Context: an optimization exercise on an open-source flow, tuned for small area, a short achievable clock period and few clock cycles per item. The choices shown serve that exercise and are no tape-out recipe. RTL that was checked went through simulation tests only; none was proved equivalent to the original. Power and IR drop assume default switching activity.

==> flow/design.v <==
`timescale 1ns / 1ps
package urr_pkg;
  localparam int STATE_W = 48;
  localparam int DATA_W  = 32;
  localparam int DRAW_W  = 31;
  localparam int DRAW_LSB = STATE_W - DRAW_W;
  localparam int MULT_W = 35;
  localparam logic [MULT_W-1:0]  LCG_MULT = 35'h5DEECE66D;
  localparam logic [STATE_W-1:0] LCG_INC  = 48'hB;
  localparam int DIG_W    = 4;                  
  localparam int DIGS     = 2;                  
  localparam int STEP_W   = DIG_W * DIGS;       
  localparam int STEPS    = STATE_W / STEP_W;   
  localparam int STEP_CNT_W = $clog2(STEPS);
  localparam int ACC_W    = MULT_W;             
  localparam int DIGP_W   = MULT_W + DIG_W;     
  localparam int SUM_W    = ACC_W + STEP_W;     
  localparam int SHIFT_W  = $clog2(DATA_W);
  localparam int NARROW_W = 9;
  localparam int NSTEPS   = 1;    
endpackage
`timescale 1ns / 1ps
module uniform_range_random_unit (
  input  logic                          clk,
  input  logic                          rst,
  input  logic                          seed_write,
  input  logic [urr_pkg::STATE_W-1:0]   seed_data,
  input  logic                          in_valid,
  output logic                          in_stall,
  input  logic [urr_pkg::DATA_W-1:0]    range_low,
  input  logic [urr_pkg::DATA_W-1:0]    range_high,
  output logic                          out_valid,
  input  logic                          out_stall,
  output logic [urr_pkg::DATA_W-1:0]    value,
  output logic                          range_error
);
  typedef enum logic [3:0] {
    S_IDLE,    
    S_PREP,    
    S_CHECK,   
    S_NORM,    
    S_DIV,     
    S_NDIV,    
    S_TDIV,    
    S_TCMP,    
    S_DONE     
  } state_t;
  state_t                              state;
  logic [urr_pkg::DATA_W-1:0]          lo;
  logic [urr_pkg::DATA_W-1:0]          m;       
  logic                                err;
  logic [urr_pkg::DATA_W-1:0]          r;       
  logic [urr_pkg::DATA_W-1:0]          nb;      
  logic [urr_pkg::SHIFT_W-1:0]         k;       
  logic                                tval;    
  logic                                tmode;   
  logic                                cin;     
  logic                                lclr;    
  state_t                              state_d;
  logic [urr_pkg::STATE_W-1:0]         x;       
  logic [urr_pkg::STATE_W-1:0]         y;       
  logic                                yrdy;
  logic [urr_pkg::ACC_W-1:0]           acc;
  logic [urr_pkg::STEP_CNT_W-1:0]      lcnt;
  logic                                xrdy;
  function automatic logic [urr_pkg::DIGP_W-1:0] mul_dig(input logic [urr_pkg::DIG_W-1:0] dg);
    mul_dig = '0;
    for (int i = 1; i < (1 << urr_pkg::DIG_W); i++) begin
      mul_dig = mul_dig | ({urr_pkg::DIGP_W{dg == urr_pkg::DIG_W'(i)}} &
                           (urr_pkg::DIGP_W'(urr_pkg::LCG_MULT) * urr_pkg::DIGP_W'(i)));
    end
  endfunction
  logic [urr_pkg::ACC_W-1:0]  acc_c;
  logic                       lci;
  logic [urr_pkg::SUM_W-1:0]  pp [urr_pkg::DIGS];          
  logic [urr_pkg::SUM_W-1:0]  cs_s [urr_pkg::DIGS+1];       
  logic [urr_pkg::SUM_W-1:0]  cs_c [urr_pkg::DIGS+1];
  logic [urr_pkg::STEP_W:0]   lres;                         
  logic [urr_pkg::STEP_W-1:0] xdig;                         
  assign xdig = x[lcnt*urr_pkg::STEP_W +: urr_pkg::STEP_W];
  assign cs_s[0] = urr_pkg::SUM_W'(acc);
  assign cs_c[0] = urr_pkg::SUM_W'(acc_c);
  for (genvar i = 0; i < urr_pkg::DIGS; i++) begin : g_csa
    assign pp[i]     = urr_pkg::SUM_W'(mul_dig(xdig[i*urr_pkg::DIG_W +: urr_pkg::DIG_W])) << (i*urr_pkg::DIG_W);
    assign cs_s[i+1] = cs_s[i] ^ cs_c[i] ^ pp[i];
    assign cs_c[i+1] = ((cs_s[i] & cs_c[i]) | (cs_s[i] & pp[i]) | (cs_c[i] & pp[i])) << 1;
  end
  assign lres = (urr_pkg::STEP_W+1)'(cs_s[urr_pkg::DIGS][urr_pkg::STEP_W-1:0]) +
                (urr_pkg::STEP_W+1)'(cs_c[urr_pkg::DIGS][urr_pkg::STEP_W-1:0]) +
                (urr_pkg::STEP_W+1)'(lci);
  logic [urr_pkg::DRAW_W-1:0] d;
  assign d = x[urr_pkg::STATE_W-1:urr_pkg::DRAW_LSB];
  logic                       pow2;
  logic [urr_pkg::SHIFT_W-1:0] lz;
  logic                       ge;        
  logic [urr_pkg::DATA_W-1:0] bk;        
  always_comb begin
    pow2 = (((m >> 1) & ~m) == '0);
    lz   = '0;
    for (int i = 0; i < urr_pkg::DATA_W; i++) begin
      if (m[i]) lz = urr_pkg::SHIFT_W'(urr_pkg::DATA_W - 1 - i);
    end
    ge = ({1'b0, d} > m);
    bk = (~m) << k;
  end
  localparam int NW2 = urr_pkg::NARROW_W + 2;
  logic                           narrow;
  logic [urr_pkg::NARROW_W+1:0]   m3;        
  logic [urr_pkg::NARROW_W-1:0]   nrem [urr_pkg::NSTEPS+1];
  assign narrow = (m[urr_pkg::DATA_W-1:urr_pkg::NARROW_W] == '0);
  assign nrem[0] = nb[urr_pkg::NARROW_W-1:0];
  for (genvar j = 0; j < urr_pkg::NSTEPS; j++) begin : g_nstep
    logic [urr_pkg::NARROW_W+1:0] t;
    logic [urr_pkg::NARROW_W+2:0] d1, d2, d3;
    assign t  = {nrem[j], r[urr_pkg::DATA_W-1-2*j -: 2]};
    assign d1 = {1'b0, t} + {1'b0, ~m[NW2-1:0]};
    assign d2 = {1'b0, t} + {1'b0, ~{m[urr_pkg::NARROW_W:0], 1'b1}};
    assign d3 = {1'b0, t} + {1'b0, ~m3};
    always_comb begin
      if (d3[urr_pkg::NARROW_W+2])      nrem[j+1] = d3[urr_pkg::NARROW_W-1:0];
      else if (d2[urr_pkg::NARROW_W+2]) nrem[j+1] = d2[urr_pkg::NARROW_W-1:0];
      else if (d1[urr_pkg::NARROW_W+2]) nrem[j+1] = d1[urr_pkg::NARROW_W-1:0];
      else                              nrem[j+1] = t[urr_pkg::NARROW_W-1:0];
    end
  end
  logic [urr_pkg::DATA_W:0]   sum;
  logic                       cout;
  assign sum  = {1'b0, r} + {1'b0, nb} + (urr_pkg::DATA_W+1)'(cin);
  assign cout = sum[urr_pkg::DATA_W];
  logic consume;
  assign consume = ((state == S_CHECK) && xrdy && (pow2 || ge)) || (state == S_TCMP);
  logic ov_d;
  always_comb begin
    state_d = state;
    case (state)
      S_PREP:  state_d = cout ? S_CHECK : S_DONE;
      S_CHECK: begin
        if (xrdy) begin
          if (pow2)                 state_d = S_DONE;
          else if (ge && narrow)    state_d = S_NDIV;
          else if (ge || !tval)     state_d = S_NORM;
          else                      state_d = S_TCMP;
        end
      end
      S_NORM:  state_d = tmode ? S_TDIV : S_DIV;
      S_TDIV:  if (k == '0) state_d = S_TCMP;
      S_DIV:   if (k == '0) state_d = S_DONE;
      S_NDIV:  if (k == '0) state_d = S_DONE;
      S_TCMP:  state_d = cout ? S_CHECK : S_DONE;
      S_DONE:  if (!out_valid) state_d = S_IDLE;
      default: state_d = S_IDLE;
    endcase
    if (!in_stall && in_valid) state_d = S_PREP;
    if (rst) state_d = S_IDLE;
    ov_d = out_valid;
    if (out_valid && !out_stall) ov_d = 1'b0;
    if ((state == S_DONE) && !out_valid) ov_d = 1'b1;
    if (rst) ov_d = 1'b0;
  end
  always_ff @(posedge clk) begin
    state    <= state_d;
    in_stall <= !((state_d == S_IDLE) || ((state_d == S_DONE) && !ov_d));
    if (!in_stall) begin
      lo <= range_low;
    end
    if (rst) begin
      x         <= urr_pkg::LCG_INC;    
      xrdy      <= 1'b1;
      yrdy      <= 1'b0;
      lclr      <= 1'b1;
      cin       <= 1'b0;
      out_valid <= 1'b0;
    end else begin
      if (out_valid && !out_stall) begin
        out_valid <= 1'b0;
      end
      if (lclr) begin
        acc   <= urr_pkg::ACC_W'(urr_pkg::LCG_INC);
        acc_c <= '0;
        lci   <= 1'b0;
        lcnt  <= '0;
        lclr  <= 1'b0;
      end else if (!yrdy) begin
        y     <= {lres[urr_pkg::STEP_W-1:0], y[urr_pkg::STATE_W-1:urr_pkg::STEP_W]};
        acc   <= urr_pkg::ACC_W'(cs_s[urr_pkg::DIGS] >> urr_pkg::STEP_W);
        acc_c <= urr_pkg::ACC_W'(cs_c[urr_pkg::DIGS] >> urr_pkg::STEP_W);
        lci   <= lres[urr_pkg::STEP_W];
        lcnt  <= lcnt + 1'b1;
        if (lcnt == urr_pkg::STEP_CNT_W'(urr_pkg::STEPS-1)) begin
          yrdy  <= 1'b1;
          acc   <= urr_pkg::ACC_W'(urr_pkg::LCG_INC);
          acc_c <= '0;
          lci   <= 1'b0;
          lcnt  <= '0;
        end
      end
      if (yrdy && (!xrdy || consume)) begin
        x    <= y;
        xrdy <= 1'b1;
        yrdy <= 1'b0;
      end else if (consume) begin
        xrdy <= 1'b0;
      end
      cin <= 1'b0;
      case (state)
        S_PREP: begin
          m     <= sum[urr_pkg::DATA_W-1:0];
          err   <= !cout;
          tval  <= 1'b0;
        end
        S_CHECK: begin
          m3 <= NW2'(m) + NW2'({m, 1'b0}) + NW2'(2);
          if (xrdy) begin
            if (pow2) begin
              r     <= {1'b0, d} & m;
              nb    <= lo;
            end else if (ge && narrow) begin
              r     <= {1'b0, d};
              nb    <= '0;
              k     <= urr_pkg::SHIFT_W'(urr_pkg::DATA_W/(2*urr_pkg::NSTEPS) - 1);
            end else if (ge) begin
              r     <= {1'b0, d};
              k     <= lz - 1'b1;
              tmode <= 1'b0;
            end else if (tval) begin
              nb    <= ~{1'b0, d};
            end else begin
              r     <= ~m;
              k     <= lz;
              tmode <= 1'b1;
            end
          end
        end
        S_NORM: begin
          nb    <= bk;
        end
        S_TDIV, S_DIV: begin
          if (cout) r <= sum[urr_pkg::DATA_W-1:0];
          nb <= {1'b1, nb[urr_pkg::DATA_W-1:1]};
          k  <= k - 1'b1;
          if (k == '0) begin
            if (state == S_TDIV) begin
              nb    <= ~{1'b0, d};
              tval  <= 1'b1;
            end else begin
              nb    <= lo;
            end
          end
        end
        S_NDIV: begin
          r  <= r << (2*urr_pkg::NSTEPS);
          nb <= urr_pkg::DATA_W'(nrem[urr_pkg::NSTEPS]);
          k  <= k - 1'b1;
          if (k == '0) begin
            r     <= urr_pkg::DATA_W'(nrem[urr_pkg::NSTEPS]);
            nb    <= lo;
          end
        end
        S_TCMP: begin
          if (!cout) begin
            r     <= {1'b0, d};
            nb    <= lo;
          end else begin
          end
        end
        default: ;
      endcase
      if ((state == S_DONE) && !out_valid) begin
        value       <= err ? '0 : sum[urr_pkg::DATA_W-1:0];
        range_error <= err;
        out_valid   <= 1'b1;
      end
      if (!in_stall) begin
        r  <= range_high;
        nb <= ~range_low;
        if (seed_write) begin
          x    <= seed_data;
          xrdy <= 1'b0;
          yrdy <= 1'b0;
          lclr <= 1'b1;
        end
        if (in_valid) begin
          cin   <= 1'b1;
        end
      end
    end
  end
endmodule
Settings: LEC_CHECK=0, CAP_MARGIN=20, CORE_MARGIN=2, CORE_UTILIZATION=40, SLEW_MARGIN=20; clock period 11.0 ns.
run.sh (not shown) runs the stock make flow with config.mk's settings and CLKGATE_MAP_FILE= SYNTH_SCRIPT=/design/flow/synth_recipe.tcl, a recipe that flattens the netlist after the stock synthesis.
Testbench counts at the start, summed over its fixed seeds: cycles 40,439, items 3,200.
==> next run, changes <==
--- a/flow/design.v
+++ b/flow/design.v
@@ -106,16 +106,30 @@
   localparam int NW2 = urr_pkg::NARROW_W + 2;
   logic                           narrow;
   logic [urr_pkg::NARROW_W+1:0]   m3;        
   logic [urr_pkg::NARROW_W-1:0]   nrem [urr_pkg::NSTEPS+1];
   assign narrow = (m[urr_pkg::DATA_W-1:urr_pkg::NARROW_W] == '0);
   assign nrem[0] = nb[urr_pkg::NARROW_W-1:0];
+  logic [2:0]                     nskip;     
+  logic [urr_pkg::NARROW_W-1:0]   nrem0;
+  logic [urr_pkg::DATA_W-1:0]     dz;
+  assign dz    = {1'b0, d};
+  assign nskip = 3'((5'd31 - lz) >> 1);
+  always_comb begin
+    case (nskip)
+      3'd1:    nrem0 = urr_pkg::NARROW_W'(dz[31:30]);
+      3'd2:    nrem0 = urr_pkg::NARROW_W'(dz[31:28]);
+      3'd3:    nrem0 = urr_pkg::NARROW_W'(dz[31:26]);
+      3'd4:    nrem0 = urr_pkg::NARROW_W'(dz[31:24]);
+      default: nrem0 = '0;
+    endcase
+  end
   for (genvar j = 0; j < urr_pkg::NSTEPS; j++) begin : g_nstep
     logic [urr_pkg::NARROW_W+1:0] t;
     logic [urr_pkg::NARROW_W+2:0] d1, d2, d3;
-    assign t  = {nrem[j], r[urr_pkg::DATA_W-1-2*j -: 2]};
+    assign t  = {nrem[j], r[2*(k*urr_pkg::NSTEPS + urr_pkg::NSTEPS-1-j) +: 2]};
     assign d1 = {1'b0, t} + {1'b0, ~m[NW2-1:0]};
     assign d2 = {1'b0, t} + {1'b0, ~{m[urr_pkg::NARROW_W:0], 1'b1}};
     assign d3 = {1'b0, t} + {1'b0, ~m3};
     always_comb begin
       if (d3[urr_pkg::NARROW_W+2])      nrem[j+1] = d3[urr_pkg::NARROW_W-1:0];
       else if (d2[urr_pkg::NARROW_W+2]) nrem[j+1] = d2[urr_pkg::NARROW_W-1:0];
@@ -213,14 +227,14 @@
           if (xrdy) begin
             if (pow2) begin
               r     <= {1'b0, d} & m;
               nb    <= lo;
             end else if (ge && narrow) begin
               r     <= {1'b0, d};
-              nb    <= '0;
-              k     <= urr_pkg::SHIFT_W'(urr_pkg::DATA_W/(2*urr_pkg::NSTEPS) - 1);
+              nb    <= urr_pkg::DATA_W'(nrem0);
+              k     <= urr_pkg::SHIFT_W'(urr_pkg::DATA_W/(2*urr_pkg::NSTEPS) - 1) - urr_pkg::SHIFT_W'(nskip);
             end else if (ge) begin
               r     <= {1'b0, d};
               k     <= lz - 1'b1;
               tmode <= 1'b0;
             end else if (tval) begin
               nb    <= ~{1'b0, d};
@@ -245,13 +259,12 @@
             end else begin
               nb    <= lo;
             end
           end
         end
         S_NDIV: begin
-          r  <= r << (2*urr_pkg::NSTEPS);
           nb <= urr_pkg::DATA_W'(nrem[urr_pkg::NSTEPS]);
           k  <= k - 1'b1;
           if (k == '0) begin
             r     <= urr_pkg::DATA_W'(nrem[urr_pkg::NSTEPS]);
             nb    <= lo;
           end
Result: Hold slack stays flat. Maximum frequency came out lower by 6.3%. Combinational power came out higher by about 5%. Synthesized area came out higher by 2.5%. Utilization came out lower by 0.67 points. Clock-buffer cell count came out higher by 5. Via count came out higher by 1.6%.
The RTL of the second run of this note was laid out without a check of its function.

Another version of the RTL of uniform_range_random_unit (not shown whole).
For scale: ~370 flip-flops, roughly 150 I/O pins, roughly 29000 sq um of cells after synthesis.
clock: 11.0 ns
lec_check: 0
cap_margin: 20
core_margin: 2
core_utilization: 40
slew_margin: 20
Next try:
--- a/flow/design.v
+++ b/flow/design.v
@@ -9,5 +9,5 @@
   localparam logic [STATE_W-1:0] LCG_INC  = 48'hB;
   localparam int DIG_W    = 4;                  
-  localparam int DIGS     = 3;                  
+  localparam int DIGS     = 2;                  
   localparam int STEP_W   = DIG_W * DIGS;       
   localparam int STEPS    = STATE_W / STEP_W;   
Outcome:
- maximum frequency grows by 7.3%
- synthesized area shrinks by 6.2%
- combinational power shrinks by 73%
- setup slack gets better by 0.36 ns
- cell count shrinks by 6.7%
- total power shrinks by 54%
- register-to-register slack gets better by 0.36 ns
- routed wire length shrinks by 1.0%
- worst hold slack stays flat
Testbench counts after the change, summed over its fixed seeds: cycles 39,370, items 3,200.
No functional check of the RTL was part of the first run of this note.

Setup of quartz:
Another version of the RTL of uniform_range_random_unit (not shown whole).
Size in the first run: about 150 I/O pins, roughly 30000 µm² of cells after synthesis.
Settings: LEC_CHECK=0, CAP_MARGIN=20, CORE_MARGIN=2, CORE_UTILIZATION=40, SLEW_MARGIN=20; clock period 11.0 ns.
Modified inputs, nickel compared to quartz
--- a/flow/design.v
+++ b/flow/design.v
@@ -60,13 +60,13 @@
   logic [SW-1:0]                   k;       
   logic [SW-1:0]                   ks;      
   logic                            tval;    
   logic                            tmode;   
   logic                            dlt;     
   logic                            ge;      
-  logic [2:0]                      np;      
+  logic [1:0]                      np;      
   logic                            cin;     
   logic                            open_q;  
   logic [NW2-1:0]                  c1, c2, c3;   
   logic [urr_pkg::STATE_W-1:0]     s;       
   logic                            sbusy;   
   logic                            srdy;    
@@ -111,44 +111,41 @@
     lz     = '0;
     for (int i = 0; i < DW; i++) begin
       if (m[i]) lz = SW'(DW - 1 - i);
     end
     bk = (~m) << ks;
   end
-  logic [1:0]    nskip;       
+  logic [2:0]    nskip;       
   logic [NW-1:0] nrem0;
-  logic [2:0]    np0;         
-  logic [SW-1:0] nk0;         
-  assign nskip = (m[8] | m[7])        ? 2'd2 :
-                 (m[6] | m[5] | m[4]) ? 2'd1 : 2'd0;
+  logic [1:0]    np0;         
+  assign nskip = (m[8] | m[7])   ? 3'd4 :
+                 (m[6] | m[5])   ? 3'd3 :
+                 (m[4] | m[3])   ? 3'd2 :
+                 (m[2] | m[1])   ? 3'd1 : 3'd0;
   always_comb begin
     case (nskip)
-      2'd2:    begin nrem0 = NW'(dz[31:24]); np0 = dz[23:21]; nk0 = SW'(7); end
-      2'd1:    begin nrem0 = NW'(dz[31:27]); np0 = dz[26:24]; nk0 = SW'(8); end
-      default: begin nrem0 = NW'(dz[31:30]); np0 = dz[29:27]; nk0 = SW'(9); end
+      3'd1:    begin nrem0 = NW'(dz[31:30]); np0 = dz[29:28]; end
+      3'd2:    begin nrem0 = NW'(dz[31:28]); np0 = dz[27:26]; end
+      3'd3:    begin nrem0 = NW'(dz[31:26]); np0 = dz[25:24]; end
+      3'd4:    begin nrem0 = NW'(dz[31:24]); np0 = dz[23:22]; end
+      default: begin nrem0 = '0;             np0 = dz[31:30]; end
     endcase
   end
   logic [NW2-1:0] nt;
   logic [NW2:0]   e1, e2, e3;
   logic [NW-1:0]  nrem;
-  assign nt = {nb[NW-1:0], np[2:1]};
+  assign nt = {nb[NW-1:0], np};
   assign e1 = {1'b0, nt} + {1'b0, c1};
   assign e2 = {1'b0, nt} + {1'b0, c2};
   assign e3 = {1'b0, nt} + {1'b0, c3};
-  logic [NW-1:0]  nrem4;      
-  logic [NW:0]    nt2;
-  logic [NW2:0]   e4;
   always_comb begin
-    if (e3[NW2])      nrem4 = e3[NW-1:0];
-    else if (e2[NW2]) nrem4 = e2[NW-1:0];
-    else if (e1[NW2]) nrem4 = e1[NW-1:0];
-    else              nrem4 = nt[NW-1:0];
+    if (e3[NW2])      nrem = e3[NW-1:0];
+    else if (e2[NW2]) nrem = e2[NW-1:0];
+    else if (e1[NW2]) nrem = e1[NW-1:0];
+    else              nrem = nt[NW-1:0];
   end
-  assign nt2  = {nrem4, np[0]};
-  assign e4   = {2'b0, nt2} + {1'b0, c1};
-  assign nrem = e4[NW2] ? e4[NW-1:0] : nt2[NW-1:0];
   logic [DW:0] sum;
   logic        cout;
   assign sum  = {1'b0, r} + {1'b0, nb} + (DW+1)'(cin);
   assign cout = sum[DW];
   logic last;           
   logic div_ok;         
@@ -271,13 +268,13 @@
         end else if (tval) begin
           nb <= ~dz;
         end else if (narrow) begin
           r  <= dz;
           nb <= DW'(nrem0);
           np <= np0;
-          k  <= nk0;
+          k  <= SW'(DW/2 - 1) - SW'(nskip);
         end else if (m[DW-1]) begin
           r     <= ~m;
           nb    <= ~dz;
           tval  <= 1'b1;
         end else begin
           r     <= dz;
@@ -314,13 +311,13 @@
             dlt   <= 1'b1;
           end
         end
       end
       S_NDIV: begin
         nb[NW-1:0] <= nrem;
-        np  <= r[3*(k-1'b1) +: 3];
+        np  <= r[2*(k-1'b1) +: 2];
         k   <= k - 1'b1;
         if (last) begin
           if (ndiv_ok) begin
             r  <= DW'(nrem);
             nb <= lo;
           end else begin
@@ -336,13 +333,13 @@
         begin
           r  <= dz;
           nb <= lo;
           if (!tcmp_known) begin
             nb    <= DW'(nrem0);
             np    <= np0;
-            k     <= narrow ? nk0 : (lz - 1'b1);
+            k     <= narrow ? (SW'(DW/2 - 1) - SW'(nskip)) : (lz - 1'b1);
             ks    <= lz - 1'b1;
             tmode <= 1'b0;
           end
         end
       end
       S_REJ: begin
Findings:
- Total power of nickel is lower than that of quartz.
- Area after synthesis (nickel over quartz): decrease, 910 µm²
- From quartz to nickel the numbers moved as follows: synthesized-area fraction occupied by and/or/nand/nor cells shrank by 0.72 points, synthesized cell count shrank by 98.
- For total clock sinks, quartz and nickel come out practically identical.
- Count of fill cells added during filler insertion came out higher on nickel than on quartz.
- For the post-layout instance count excluding filler cells, nickel came in 109 lower than quartz did.
Testbench counts of nickel, summed over its fixed seeds: cycles 36,143, items 3,200.
Only the layout flow was run in quartz; the RTL was not checked for function there.

## what the ideal ports hide
How much do the figures lean on ideal ports? The routed layouts below were timed once more, with nothing changed but the port constraints.
Step 1 sets driving cells, clkbuf_16 on the clock port and buf_2 on the other inputs (assumed; they add their load-dependent delay and slew).
Step 2 also shifts input and output timing later by t, the mid clock arrival at the registers, as if the neighbouring blocks saw the same clock.
Slacks: ideal / step 1 / step 2; pairs: ideal / step 1.
| run | t, ns | setup WS [ns] | worst setup path after step 2 | worst register clock-pin slew, ns |
|---|---|---|---|---|
| the first run of note 1 | 0.629 | 5.684 / 5.684 / 5.684 | register to register | 0.06 / 0.06 |
| the second run of note 1 | 0.656 | 5.327 / 5.327 / 5.327 | register to register | 0.07 / 0.07 |
| the first run of note 2 | 0.668 | 5.738 / 5.738 / 5.738 | register to register | 0.07 / 0.07 |
| the second run of note 2 | 0.657 | 6.097 / 6.097 / 6.097 | register to register | 0.07 / 0.07 |
| quartz | 0.664 | 5.770 / 5.770 / 5.770 | register to register | 0.07 / 0.07 |
| nickel | 0.675 | 6.531 / 6.531 / 6.531 | register to register | 0.07 / 0.07 |
After both steps setup and hold are still met in every run listed.
